Context: an optimization exercise on an open-source flow, tuned for small area, a short achievable clock period and few clock cycles per item. The choices shown serve that exercise and are no tape-out recipe.
Function not checked in this run: the RTL went through the layout flow alone.
Power figures rest on the tool's default switching activity, not on a simulated workload.

==> run.sh <==
#!/bin/bash
# synth_recipe.tcl (not shown) runs the flow's synth.tcl, then flattens the netlist and writes it again
# the make line also repeats each setting of config.mk as NAME=value (left out here)
make -C /OpenROAD-flow-scripts/flow DESIGN_CONFIG=/design/flow/config.mk WORK_HOME=/design/flow/orfs CLKGATE_MAP_FILE= SYNTH_SCRIPT=/design/flow/synth_recipe.tcl finish
==> config.mk <==
export PLATFORM = sky130hd
export DESIGN_NAME = guide_offtarget_hamming_scan_unit
export DESIGN_NICKNAME = guide_offtarget_hamming_scan_unit
export VERILOG_FILES = /design/flow/design.v
export SDC_FILE = /design/flow/constraint.sdc
export NUM_CORES = 4
export LEC_CHECK = 0
export ABC_AREA = 1
export CAP_MARGIN = 20
export CORE_MARGIN = 2
export CORE_UTILIZATION = 55
export SETUP_SLACK_MARGIN = 3.8
export SLEW_MARGIN = 20
==> constraint.sdc <==
create_clock -name core_clock -period 6.0 [get_ports {i_clk}]
set_input_delay 1.2000 -clock core_clock [delete_from_list [all_inputs] [get_ports {i_clk}]]
set_output_delay 1.2000 -clock core_clock [all_outputs]
set_load 0.01 [all_outputs]
==> design.v <==
package gohs_pkg;
    localparam int WORD_W        = 63;   
    localparam int LEN_W         = 5;
    localparam int MAX_BASES     = 31;
    localparam int LIST_W        = 16;
    localparam int ID_W          = 32;
    localparam int MM_W          = 3;
    localparam int BIN_W         = 4;    
    localparam int MMC_W         = 6;    
    localparam int CFG_IDX_W     = 2;
    localparam int CLASS_Q_DEPTH = 4;
    localparam int OUT_Q_DEPTH   = 4;
    localparam int CLASS_W       = 1 + BIN_W + 1;                
    localparam int REC_W         = 1 + ID_W + MM_W + ID_W + 1 + 1;  
    typedef enum logic [CFG_IDX_W-1:0] {
        CFG_QUERY      = 2'd0,
        CFG_LEN        = 2'd1,
        CFG_MAX_LISTED = 2'd2
    } t_cfg_index;
    typedef enum logic {
        ST_RUN  = 1'b0,
        ST_HIST = 1'b1
    } t_back_state;
    typedef struct packed {
        logic             hit;
        logic [BIN_W-1:0] bin;
        logic             last;
    } t_class_item;
    typedef struct packed {
        logic            kind;
        logic [ID_W-1:0] entry_id;
        logic [MM_W-1:0] mismatches;
        logic [ID_W-1:0] bin_count;
        logic            list_complete;
        logic            last;
    } t_record;
endpackage
import gohs_pkg::*;
module guide_offtarget_hamming_scan_unit
#(
    parameter int HIT_MM_MAX  = 4,
    parameter int COUNT_WIDTH = 16
) (
    input  logic                 i_clk,
    input  logic                 i_rst_n,
    input  logic                 push,
    output logic                 full,
    input  logic [WORD_W-1:0]    i_entry_word,
    input  logic                 i_last_entry,
    output logic                 empty,
    input  logic                 pop,
    output logic                 o_kind,
    output logic [ID_W-1:0]      o_entry_id,
    output logic [MM_W-1:0]      o_mismatches,
    output logic [ID_W-1:0]      o_bin_count,
    output logic                 o_list_complete,
    output logic                 o_last,
    input  logic                 i_cfg_valid,
    output logic                 o_cfg_ready,
    input  logic [CFG_IDX_W-1:0] i_cfg_index,
    input  logic [WORD_W-1:0]    i_cfg_data
);
    localparam int CW    = COUNT_WIDTH;
    localparam int NB    = HIT_MM_MAX + 1;    
    localparam int DEPTH = 4;                 
    logic [WORD_W-1:0] r_query;
    logic [LEN_W-1:0]  r_len;
    logic [LIST_W-1:0] r_limit;
    logic [61:0]       r_rc;         
    logic              r_rdy;        
    logic [LEN_W-1:0]  r_k;          
    logic              r_qf;         
    logic [1:0]        w_qpair;
    logic w_wr_q, w_wr_len, w_wr_lim, w_rebuild, w_rc_step;
    assign w_wr_q    = i_cfg_valid && r_rdy && (i_cfg_index == 2'd0);
    assign w_wr_len  = i_cfg_valid && r_rdy && (i_cfg_index == 2'd1);
    assign w_wr_lim  = i_cfg_valid && r_rdy && (i_cfg_index == 2'd2);
    assign w_rebuild = w_wr_q || w_wr_len;
    assign w_rc_step = !r_rdy && (r_k != r_len);
    assign o_cfg_ready = r_rdy;
    always_ff @(posedge i_clk) begin
        if (!i_rst_n) begin
            r_query <= '0;
            r_len   <= LEN_W'(20);
            r_limit <= LIST_W'(2000);
        end else begin
            if (w_wr_q)   r_query <= i_cfg_data;
            if (w_wr_len) r_len   <= i_cfg_data[LEN_W-1:0];
            if (w_wr_lim) r_limit <= i_cfg_data[LIST_W-1:0];
        end
    end
    always_ff @(posedge i_clk) begin
        if (!i_rst_n || w_rebuild) begin
            r_rdy <= 1'b0;
            r_k   <= '0;
        end else if (!r_rdy) begin
            if (r_k == r_len) begin
                r_rdy <= 1'b1;
            end else begin
                r_k <= r_k + LEN_W'(1);
            end
        end
    end
    assign w_qpair = {1'b0, r_query} >> {r_k, 1'b0};
    always_ff @(posedge i_clk) begin
        if (w_rc_step) begin
            r_rc <= {r_rc[59:0], ~w_qpair};
        end
        if (!r_rdy && !w_rc_step) begin
            r_qf <= w_qpair[0];
        end
    end
    logic [31:0] w_flag;      
    logic [30:0] w_low;       
    logic [62:0] w_dq;
    logic [61:0] w_dr;
    logic        w_opp;
    logic [31:0] w_mm;
    always_comb begin
        for (int p = 0; p < 32; p++) w_flag[p] = (r_len == LEN_W'(p));
        for (int p = 0; p < 31; p++) w_low[p]  = (r_len >  LEN_W'(p));
        w_dq  = r_query ^ i_entry_word;
        w_dr  = r_rc ^ i_entry_word[61:0];
        w_opp = 1'b0;
        for (int p = 0; p < 32; p++) w_opp = w_opp | (w_flag[p] & i_entry_word[2*p]);
        w_opp = w_opp ^ r_qf;
        for (int p = 0; p < 31; p++) begin
            w_mm[p] = (w_opp && w_low[p]) ? (w_dr[2*p] | w_dr[2*p+1])
                                          : ((w_dq[2*p] & !w_flag[p]) | w_dq[2*p+1]);
        end
        w_mm[31] = w_dq[62] & !w_flag[31];
    end
    logic        r_full;
    logic        r_v1;
    logic        r_last1;
    logic [31:0] r_mm;
    logic        w_acc;
    assign full  = r_full;
    assign w_acc = push && !r_full;
    always_ff @(posedge i_clk) begin
        r_mm    <= w_mm;
        r_last1 <= i_last_entry;
    end
    function automatic logic [4:0] th_merge(input logic [4:0] a, input logic [4:0] b);
        logic [5:0] x, y;
        logic [4:0] t;
        x = {a, 1'b1};
        y = {b, 1'b1};
        for (int k = 1; k <= 5; k++) begin
            t[k-1] = 1'b0;
            for (int i = 0; i <= k; i++) t[k-1] = t[k-1] | (x[i] & y[k-i]);
        end
        th_merge = t;
    endfunction
    logic [4:0] w_t4 [8];
    logic [4:0] w_t8 [4];
    logic [4:0] w_t16 [2];
    logic [4:0] w_t32;
    logic       w_c_hit;
    logic [4:0] w_c_oh;
    always_comb begin
        for (int g = 0; g < 8; g++) begin
            logic a, b, c, d;
            a = r_mm[4*g]; b = r_mm[4*g+1]; c = r_mm[4*g+2]; d = r_mm[4*g+3];
            w_t4[g][0] = a | b | c | d;
            w_t4[g][1] = (a & b) | (c & d) | ((a | b) & (c | d));
            w_t4[g][2] = (a & b & (c | d)) | (c & d & (a | b));
            w_t4[g][3] = a & b & c & d;
            w_t4[g][4] = 1'b0;
        end
        for (int g = 0; g < 4; g++) w_t8[g]  = th_merge(w_t4[2*g], w_t4[2*g+1]);
        for (int g = 0; g < 2; g++) w_t16[g] = th_merge(w_t8[2*g], w_t8[2*g+1]);
        w_t32   = th_merge(w_t16[0], w_t16[1]);
        w_c_hit = !w_t32[4];
        w_c_oh  = {w_t32[3] & !w_t32[4], w_t32[2] & !w_t32[3], w_t32[1] & !w_t32[2],
                   w_t32[0] & !w_t32[1], !w_t32[0]};
    end
    logic       r_v2, r_c_hit, r_c_last;
    logic [4:0] r_c_oh;
    always_ff @(posedge i_clk) begin
        r_c_hit  <= w_c_hit;
        r_c_oh   <= w_c_oh;
        r_c_last <= r_last1;
    end
    logic [DEPTH-1:0] r_q_hit;
    logic [4:0]       r_q_oh [DEPTH];
    logic [DEPTH-1:0] r_q_last;
    logic [2:0]       r_q_cnt;
    logic             w_rd;
    logic [2:0]       w_cnt_rd;
    logic [2:0]       w_cnt_nx;
    logic [4:0]       w_head_oh_nx;
    assign w_cnt_rd = r_q_cnt - 3'(w_rd);
    assign w_cnt_nx = w_cnt_rd + 3'(r_v2);
    assign w_head_oh_nx = (w_cnt_rd == 3'd0) ? r_c_oh : (w_rd ? r_q_oh[1] : r_q_oh[0]);
    always_ff @(posedge i_clk) begin
        for (int i = 0; i < DEPTH; i++) begin
            if (r_v2 && w_cnt_rd == 3'(i)) begin
                r_q_hit[i]  <= r_c_hit;
                r_q_oh[i]   <= r_c_oh;
                r_q_last[i] <= r_c_last;
            end else if (w_rd && i < DEPTH-1) begin
                r_q_hit[i]  <= r_q_hit[i+1];
                r_q_oh[i]   <= r_q_oh[i+1];
                r_q_last[i] <= r_q_last[i+1];
            end
        end
    end
    always_ff @(posedge i_clk) begin
        if (!i_rst_n) begin
            r_v1    <= 1'b0;
            r_v2    <= 1'b0;
            r_q_cnt <= '0;
            r_full  <= 1'b1;
        end else begin
            r_v1    <= w_acc;
            r_v2    <= r_v1;
            r_q_cnt <= w_cnt_nx;
            r_full  <= w_rebuild || (!r_rdy && w_rc_step)
                    || ({1'b0, w_cnt_nx} + 4'(r_v1) + 4'(w_acc) >= 4'(DEPTH));
        end
    end
    logic          r_dump;
    logic          r_complete;
    logic [CW-1:0] r_id;         
    logic [CW-1:0] r_allow;      
    logic [CW-1:0] r_bin [NB];
    logic          r_empty;
    logic          w_out_free;
    logic          h_valid, h_hit, h_last;
    logic [4:0]    h_oh;
    logic [2:0]    h_bin;
    logic [4:0]    r_s_oh;
    logic          w_ge1, w_ge2;
    logic          w_proc;
    logic          w_hit_beat;
    logic [4:0]    r_sel;       
    logic [CW-1:0] w_bsel;
    logic [CW-1:0] w_binc;
    logic          w_emit_h;
    assign h_valid    = (r_q_cnt != 2'd0);
    assign h_hit      = r_q_hit[0];
    assign h_oh       = r_q_oh[0];
    assign h_bin      = {h_oh[4], h_oh[3] | h_oh[2], h_oh[3] | h_oh[1]};
    assign h_last     = r_q_last[0];
    assign w_out_free = r_empty || pop;
    assign w_ge1      = (r_allow != '0);
    assign w_ge2      = (r_allow[CW-1:1] != '0);
    always_comb begin
        if (r_dump) w_proc = h_valid && !h_hit && !h_last;
        else        w_proc = h_valid && (!h_hit || w_out_free);
    end
    assign w_rd       = w_proc;
    assign w_hit_beat = !r_dump && w_proc && h_hit && w_ge2;
    assign w_emit_h   = r_dump && w_out_free;
    always_comb begin
        w_bsel = '0;
        for (int b = 0; b < NB; b++) w_bsel = w_bsel | (r_bin[b] & {CW{r_sel[b]}});
        w_binc = (&w_bsel) ? w_bsel : w_bsel + CW'(1);
    end
    logic       w_dump_nx;
    logic [4:0] w_s_oh_nx;
    always_comb begin
        w_dump_nx = r_dump;
        w_s_oh_nx = r_s_oh;
        if (!r_dump && w_proc && h_last) begin
            w_dump_nx = 1'b1;
            w_s_oh_nx = 5'b00001;
        end
        if (w_emit_h) begin
            w_s_oh_nx = {r_s_oh[3:0], 1'b0};
            if (r_s_oh[HIT_MM_MAX]) w_dump_nx = 1'b0;
        end
    end
    always_ff @(posedge i_clk) begin
        if (!i_rst_n) begin
            r_sel  <= '0;
        end else begin
            r_sel  <= w_dump_nx ? w_s_oh_nx : w_head_oh_nx;
        end
        r_dump <= i_rst_n && w_dump_nx;
        r_s_oh <= w_s_oh_nx;
    end
    always_ff @(posedge i_clk) begin
        if (!i_rst_n) begin
            r_complete <= 1'b0;
            r_id       <= CW'(1);
            r_allow    <= CW'(2000);
            for (int b = 0; b < NB; b++) r_bin[b] <= '0;
        end else begin
            if (w_wr_lim) r_allow <= CW'(i_cfg_data[LIST_W-1:0]);
            if (w_proc) begin
                r_id <= h_last && !r_dump ? CW'(1) : r_id + CW'(1);
            end
            if (!r_dump && w_proc) begin
                if (h_last) begin
                    r_allow    <= CW'(r_limit);
                    r_complete <= h_hit ? w_ge2 : w_ge1;
                end else if (h_hit && w_ge1) begin
                    r_allow <= r_allow - CW'(1);
                end
                if (h_hit) begin
                    for (int b = 0; b < NB; b++) if (h_oh[b]) r_bin[b] <= w_binc;
                end
            end
            if (w_emit_h) begin
                for (int b = 0; b < NB; b++) if (r_s_oh[b]) r_bin[b] <= '0;
            end
        end
    end
    logic [CW-1:0] r_o_id;
    logic [CW-1:0] r_o_cnt;
    logic          r_o_kind, r_o_cpl, r_o_last;
    logic [2:0]    r_o_mm;
    always_ff @(posedge i_clk) begin
        if (!i_rst_n) begin
            r_empty <= 1'b1;
        end else if (w_out_free) begin
            r_empty <= !(w_hit_beat || w_emit_h);
        end
    end
    always_ff @(posedge i_clk) begin
        if (w_out_free) begin
            r_o_kind <= r_dump;
            r_o_id   <= r_dump ? '0 : r_id;
            r_o_mm   <= r_dump ? {r_s_oh[4], r_s_oh[3] | r_s_oh[2], r_s_oh[3] | r_s_oh[1]} : h_bin;
            r_o_cnt  <= r_dump ? w_bsel : '0;
            r_o_cpl  <= r_dump && r_complete;
            r_o_last <= r_dump && r_s_oh[HIT_MM_MAX];
        end
    end
    assign empty           = r_empty;
    assign o_kind          = r_o_kind;
    assign o_entry_id      = {{(ID_W-CW){1'b0}}, r_o_id};
    assign o_mismatches    = r_o_mm;
    assign o_bin_count     = {{(ID_W-CW){1'b0}}, r_o_cnt};
    assign o_list_complete = r_o_cpl;
    assign o_last          = r_o_last;
endmodule
==> notes.md <==
cells in the mapped netlist, types with 6 or more instances:
master    count
nand4_1      43
nand2_2       6
o22ai_1       8
a21oi_1      98
inv_2         6
nand3_1     133
xnor2_1     119
edfxtp_1    124
clkbuf_1     59
ha_1         10
nor2_2       10
buf_2        19
buf_6         7
o21ai_1      15
o31ai_1       6
xor2_1       16
dfxtp_1     266
buf_4        40
or2_2         6
nor2_1      489
inv_1       259
o211ai_1     22
a31oi_1       7
nor3_1       25
o21ai_0     232
o221ai_1      7
nand2_1     666
state kept, by name, indices dropped and copies added (netlist names), 16 cells and up:
register,flops
r_bin,80
r_query,63
r_rc,62
r_mm,32
r_q_oh,20
r_allow,16
r_id,16
r_limit,16
r_o_cnt,16
r_o_id,16
repair_timing:
action                     in CTS  in global routing
gates cloned                   19                 14
pin swaps                      40                 87
buffers inserted               80                 62
setup endpoints to repair     400                263
resized for setup             356                326
layer usage:
layer / up-vias / wire length (µm) / track usage [%]
li1: 9440 / - / -
met1: 9426 / 25800 / 38.9
met2: 1151 / 33500 / 59.4
met3: 359 / 5790 / 5.08
met4: 0 / 5660 / 20.8
met5: - / 0 / 0
through the flow:
step           setup slack (ps)  total power, W  instances  hold WS [ps]
2_1_floorplan              2840         0.00556       2775           310
3_3_place_gp               1550         0.00626       3294           311
3_5_place_dp               1510         0.00634       3294           315
4_1_cts                    3440         0.00942       3467           329
5_1_grt                    3340          0.0106       3545           341
6_report                   3400          0.0102       3545           327
cells in the final DEF (no fill, tap or decap), types with 90 or more instances in the layout:
cell type        count
inv_1              234
nand2_1            600
clkdlybuf4s50_1     96
nand3_1             95
a21oi_1             90
o21ai_0            169
dfxtp_1            251
xnor2_1            118
edfxtp_1           124
nor2_1             435
buf_4               98
how the worst min path moves through the flow:
stage / end / slack [ps] / cells past startpoint
floorplan: r_c_last / 310 / 0
global placement: r_c_last / 310 / 0
detailed placement: r_c_last / 310 / 0
CTS: r_c_last / 330 / 0
global route: r_c_last / 340 / 0
finish: r_c_last / 330 / 0
layout make-up:
cell class / instances / area, µm²
fillers: 2667 / 9180
well taps: 461 / 577
repair buffers: 347 / 3610
diodes: 2 / 5.00
multi-input cells: 1997 / 10900
repair inverters: 5 / 33.8
clock inverters: 8 / 52.6
inverters: 269 / 1090
clock buffers: 66 / 1240
flip-flops and latches: 390 / 9100
logic make-up (layout without fill, tap and decap cells):
family,count (synthesis),in the layout
and+or+nand+nor,1384,1394
muxes,3,3
DFF,390,390
adders and majority gates,10,10
AOI/OAI and AO/OA,423,423
other,1,34
buffers and inverters,398,695
xor gates and xnor gates,135,135
worst max-delay path, cell delays in order:
cell	delay, ps
buf_6	100
nor2_4	100
nand2_2	60
nand2_2	100
nor2_4	60
inv_8	80
nand2_8	50
ha_4	170
ha_4	170
xnor2_4	220
buf_6	130
nand4_1	140
buf_6	200
nand2_1	60
o21ai_1	60
power by group through the flow:
stage	sequential (W)	clock [W]	combinational (W)
finish	0.00371	0.00248	0.00399
global route	0.00374	0.00261	0.00429
global placement	0.00371	0	0.00255
floorplan	0.00360	0	0.00196
CTS	0.00367	0.00250	0.00325
detailed placement	0.00372	0	0.00261
==> reports/qor.txt <==
Routed wire length: 70.7 mm
Setup crit start kind: input pin
Share of cells above drive strength 1: 19.3%
Vias/cell: 5.75
Final setup fails: 0
Root buffer cell: clkbuf_16
Gp weighted congestion: 0.925
Critical R2R Launch: r_len[1]
Post-Synth Adder-Cell Area: 0.625%
DRT iter0 DRCs: 2,039
Worst Path Required: 6310 ps
Largest net degree at the start of global routing: 64
Mapped Cells: 2,744
Rel. slew slack: 14.8%
TNS Setup: 0 ps
Clk latency of the worst-skew pair: 580 ps
HP Start: r_last1
Critical path arrival: 2910 ps
Die width: 195 µm
Max Root-Sink Buffers: 3
Area contributors post-synth: dfxtp_1 (27%), edfxtp_1 (19%), nand2_1 (12%)
Synth-to-layout area growth: 32.6%
Switching Share: 37.1%
Input/output buffers: 174
Area share of and/or/nand/nor cells after synthesis: 27.9%
Final period util: 43.4%
Mux contribution to synthesized area: 0.150%
Cell Area, Placed: 0.0221 mm²
DR DRC count: 0
Crit path kind: in2reg
Reg2Reg Setup Slack: 3450 ps
RSZ-0062 raised after global routing: true
Leakage: 12.1 nW
DP HPWL: 42.3 mm
Worst Tran Pin Value: 1280 ps
Clock-pin slew on the worst setup and hold paths: 60 ps
Fmax: 384 MHz
Clk pwr share: 24.4%
Final hold violations: 0
Minimum clock period: 2600 ps
First-pass GRT wire length: 101 mm
Synth Area in XOR/XNOR: 5.90%
Worst setup path endpoint: r_q_oh[2][0]
Sequential share of power: 36.4%
Routed vias: 20,400
Status: complete, no violations
Netlist Area Pre-Place: 0.0200 mm²
Critical Path Fanout Max: 8
Cell Pwr Density: 383 mW/mm²
Nets: 3,195
CORE AREA: 0.0357 mm²
Initial Utilization: 56.1%
Die height: 195 µm
Seq cells post-synth: 390
Post-synth EDFFs: 124
Post-route cell area: 0.0266 mm²
Cts hold-fix bufs: 0
Area leader, netlist: dfxtp_1
Synthesized area per cell: 7.30 µm²
Largest family of logic cells by synthesized area: simple AND/OR/NAND/NOR gates
Max Cap Viol: 0
Drt wl/cell: 20.0 µm
Worst Setup SP: pop
Clock sink count: 390
Yosys top cell area share: 26.6%
Yosys cell types: 47
First-pass iteration count of the detailed router: 6
Setup crit end kind: register
Total gr overflow: 0
Cell Int Power: 0.00641 W
Reg2Reg Capture Point: r_mm[15]
Vias in the first global route: 18,800
I/O Pins: 207
Combinational fraction of design power: 39.2%
Die ar.: 0.0380 mm²
Peak supply drop: 0.272 mV
Final Util: 74.3%
Total global-route track usage: 33.8%
CTS buffer count: 41
Clk_skew: 22.1 ps
FF-to-FF path depth: 13
Yosys synthesis warning count: 8
Net switching power: 0.00378 W
Initial antenna violation count: 2
Dominant synthesized flop cell: dfxtp_1
Cell row count: 69
Sequential cell area fraction in the yosys report: 45.2%
H-tree depth: 2
Slew Limit Fails: 0
Hold Crit Class: reg2reg
CTS tree: done
Antenna viol nets, final: 0
Post-synthesis async set-or-reset flop share: 0%
Post-synthesis compound-gate area fraction: 11.6%

## afterwards: timing with drivers on the ports
The flow's constraints put no driver on any port. The routed layout listed below was extracted and timed again, unchanged, in two steps. Step 1 assumes that a clkbuf_16 drives the clock port and a buf_2 every other input. Step 2 adds t to the input delays and takes it off the output delays; t is the mean of the earliest and latest rising clock arrival at the registers after step 1. Input paths then give back, and output paths get back, about the clock's delay inside the block. a / b / c = no drivers / after step 1 / after step 2; a / b = the first two.
shift t [ns]: 0.626
setup WS [ns]: 3.397 / 3.421 / 2.795
worst setup path at the end: input to register
slew at the worst register clock pin (ns): 0.06 / 0.06
After both steps setup and hold are still met in this run. For this run, drivers alone change the setup slack by +0.024 ns; drivers and shift together by -0.602 ns.
